From an optimization exercise on the open Yosys and OpenROAD flow, aimed at small area, a short achievable clock period and few clock cycles per item; shortcuts taken in it are not production practice. In this exercise RTL edits were held to simulation tests only and were not proved equivalent to the original.

oak:
Design hmm_viterbi_decoder, start of the top module:
module hmm_viterbi_decoder #(
  parameter int DATA_PREC       = 16,
  parameter int HIDDEN_STATES   = 4,
  parameter int OBSERVED_STATES = 4,
  parameter int OBSERVED_LEN    = 16,
  localparam int SW = (HIDDEN_STATES > 1) ? $clog2(HIDDEN_STATES) : 1,
  localparam int OW = (OBSERVED_STATES > 1) ? $clog2(OBSERVED_STATES) : 1
) (
  input  logic                 clk,
  input  logic                 rst,
  input  logic [HIDDEN_STATES*HIDDEN_STATES*DATA_PREC-1:0]   trans,
  input  logic [HIDDEN_STATES*OBSERVED_STATES*DATA_PREC-1:0] emm,
  input  logic [HIDDEN_STATES*DATA_PREC-1:0]                 stationary_distribution,
  input  logic                 in_valid,
  output logic                 in_ready,
  input  logic [OW-1:0]        in_obs,
  output logic                 out_valid,
  input  logic                 out_ready,
  output logic [SW-1:0]        out_state,
  output logic                 out_last,
  output logic [DATA_PREC-1:0] out_prob
);
For scale: ~4500 cells after synthesis, about 600 I/O pins, about 48000 um2 of cells after synthesis.
export LEC_CHECK = 0
export ABC_CLOCK_PERIOD_IN_PS = 5500
export CAP_MARGIN = 20
export CORE_MARGIN = 2
export CORE_UTILIZATION = 50
export CTS_CLUSTER_DIAMETER = 120
export CTS_CLUSTER_SIZE = 16
export SLEW_MARGIN = 20
export SYNTH_HIERARCHICAL = 1
create_clock -name core_clock -period 24.0 [get_ports {clk}]
standard.sh (not shown) runs the stock make flow with config.mk's settings and CLKGATE_MAP_FILE= SYNTH_SCRIPT=/design/flow/synth_recipe.tcl, a recipe that flattens the netlist after the stock synthesis.
==> flow/flow/run.sh <==
#!/bin/bash
# Layout flow: the standard ORFS flow (standard.sh), with
#  - port buffers of the smallest plain buffer instead of the default delay buffer,
#  - repair_timing asked for extra setup slack so that the layout is sized for speed
#    (the clock and constraints are the design's; only the repair target changes).
set -euo pipefail
source flow/params.sh
bash standard.sh \
  "BUFFER_PORTS_ARGS=-buffer_cell sky130_fd_sc_hd__buf_1" \
  "SETUP_SLACK_MARGIN=${MARGIN}" \
  finish > flow_make.log 2>&1
==> flow/flow/params.sh <==
MARGIN=18.0
Testbench counts of oak, summed over its fixed seeds: cycles 28,672, sequences 256.
Edits applied to the flow inputs when going from oak to pine:
Settings: CTS_CLUSTER_DIAMETER: 120 -> unset; CORE_UTILIZATION: 50 -> 40; CTS_CLUSTER_SIZE: 16 -> unset.
--- outcome ---
- Per the comparison of pine with oak, pin slew with the least headroom to its limit went up 21 ps, total die area went up 24000 um2.
The following lists how birch was set up differently from pine:
Settings: CTS_CLUSTER_SIZE now 20, previously not set; CTS_CLUSTER_DIAMETER now 150, previously not set.
Results
- In the metrics for pine and birch, the one carrying the lower worst setup slack is pine.
- Count of clock-buffer cells in the layout: birch < pine
- In the flow results for pine and birch, the met3 routing resource usage after global routing is smaller on birch.
[inputs] maple vs birch
Settings: CTS_CLUSTER_DIAMETER changed from 150 to 120; CTS_CLUSTER_SIZE changed from 20 to 16.
### Flow results
Compared with birch, maple shows a higher worst hold slack. Number of buffers added for setup after CTS, birch and maple, higher one = maple. [compare] base=birch new=maple: count of TritonRoute iterations in the first routing pass went up, sequential share of cell area roughly the same, final instance area saw an increase, overall routed net length increased 520 um.

lane 1:
hmm_viterbi_decoder again, from the RTL that the note above started with.
Settings: LEC_CHECK=0, ABC_CLOCK_PERIOD_IN_PS=5500, CAP_MARGIN=20, CORE_MARGIN=2, CORE_UTILIZATION=40, CTS_CLUSTER_DIAMETER=120, CTS_CLUSTER_SIZE=16, SLEW_MARGIN=20, SYNTH_HIERARCHICAL=1, TNS_END_PERCENT=10; clock period 24.0 ns.
Scripts as last shown in full above: flow/flow/run.sh, flow/flow/params.sh
Testbench counts of lane 1, summed over its fixed seeds: cycles 28,672, sequences 256.
> inputs changed (lane 1 -> lane 2)
Settings: TNS_END_PERCENT now 30, was 10.
--- outcome ---
- Summary of lane 2 over lane 1: count of state elements after synthesis shows no meaningful change, area taken by multi-input logic gates neither gained nor lost much.
- The run showing the smaller post-route standard cell area excluding fillers is lane 1.
- In terms of sequential share of layout area, lane 1 and lane 2 differ only marginally.
- Lane 2 vs. lane 1: number of distinct library cell variants in the gate-level netlist after synthesis flat, fraction of cell area in non-clock buffers rose 0.31 points.
- Worst hold slack of lane 2 is on par with lane 1.

## 02-09
hmm_viterbi_decoder, a different RTL version from the one above (not shown whole).
Size in the first run: ~4,400 cells after synthesis, ~390 flip-flops, about 600 I/O pins.
export LEC_CHECK = 0
export ABC_CLOCK_PERIOD_IN_PS = 5500
export CAP_MARGIN = 5
export CORE_MARGIN = 2
export CORE_UTILIZATION = 40
export SLEW_MARGIN = 5
export SYNTH_HIERARCHICAL = 1
create_clock -name core_clock -period 24.0 [get_ports {clk}]
Scripts as last shown in full above: flow/flow/run.sh, flow/flow/params.sh
Testbench counts of 02-09, summed over its fixed seeds: cycles 28,672, sequences 256.
--- input diff 02-09..09-25 ---
diff --git a/flow/config.mk b/flow/config.mk
--- a/flow/config.mk
+++ b/flow/config.mk
@@ -7,7 +7,7 @@
 export LEC_CHECK = 0
 export ABC_CLOCK_PERIOD_IN_PS = 5500
-export CAP_MARGIN = 5
+export CAP_MARGIN = 20
 export CORE_MARGIN = 2
 export CORE_UTILIZATION = 40
-export SLEW_MARGIN = 5
+export SLEW_MARGIN = 20
 export SYNTH_HIERARCHICAL = 1
==> run notes <==
- 09-25 did not stop at any stage, and its layout met the timing, design-rule and antenna checks.
- 02-09 → 09-25: clock-buffer cell count lower, post-route core utilization roughly the same, remaining routing DRC violations roughly the same.

-- separate check: timing with driven ports --
In the flow no input, the clock included, has a driving cell. The finished layouts below were timed again as built, in two steps.
Step 1 (the two cells are an assumption about what drives the block):
set clk [get_ports {clk}]
set_driving_cell -lib_cell sky130_fd_sc_hd__clkbuf_16 $clk
set_driving_cell -lib_cell sky130_fd_sc_hd__buf_2 [delete_from_list [all_inputs] $clk]
Step 2, shift: input delay + t, output delay - t, t = (earliest + latest rising clock arrival at the registers) / 2. This alone moves slack from input paths to output paths.
Slacks: ideal ports / drivers / drivers and shift; pairs: ideal ports / drivers.
| run | shift t [ns] | setup slack, ns | hold WS [ns] | worst setup path after step 2 | pins driven straight from the clock port |
|---|---|---|---|---|---|
| oak | 0.710 | 17.911 / 17.841 / 17.272 | 0.566 / 0.566 / 0.566 | input to register | 1 |
| pine | 0.707 | 17.947 / 17.882 / 17.369 | 0.559 / 0.559 / 0.559 | input to register | 1 |
| birch | 0.668 | 18.017 / 17.949 / 17.425 | 0.530 / 0.530 / 0.530 | input to register | 1 |
| maple | 0.648 | 18.021 / 17.958 / 17.434 | 0.545 / 0.545 / 0.545 | input to register | 1 |
| lane 1 | 0.716 | 17.972 / 17.909 / 17.339 | 0.522 / 0.522 / 0.522 | input to register | 1 |
| lane 2 | 0.716 | 17.963 / 17.900 / 17.347 | 0.522 / 0.522 / 0.522 | input to register | 1 |
| 02-09 | 0.690 | 17.956 / 17.890 / 17.378 | 0.504 / 0.504 / 0.504 | input to register | 1 |
| 09-25 | 0.683 | 17.952 / 17.886 / 17.412 | 0.504 / 0.504 / 0.504 | input to register | 1 |
After both steps setup and hold are still met in every run listed. The setup slack of oak, which loses most, moves by -0.070 ns with the drivers and by -0.639 ns with both steps.
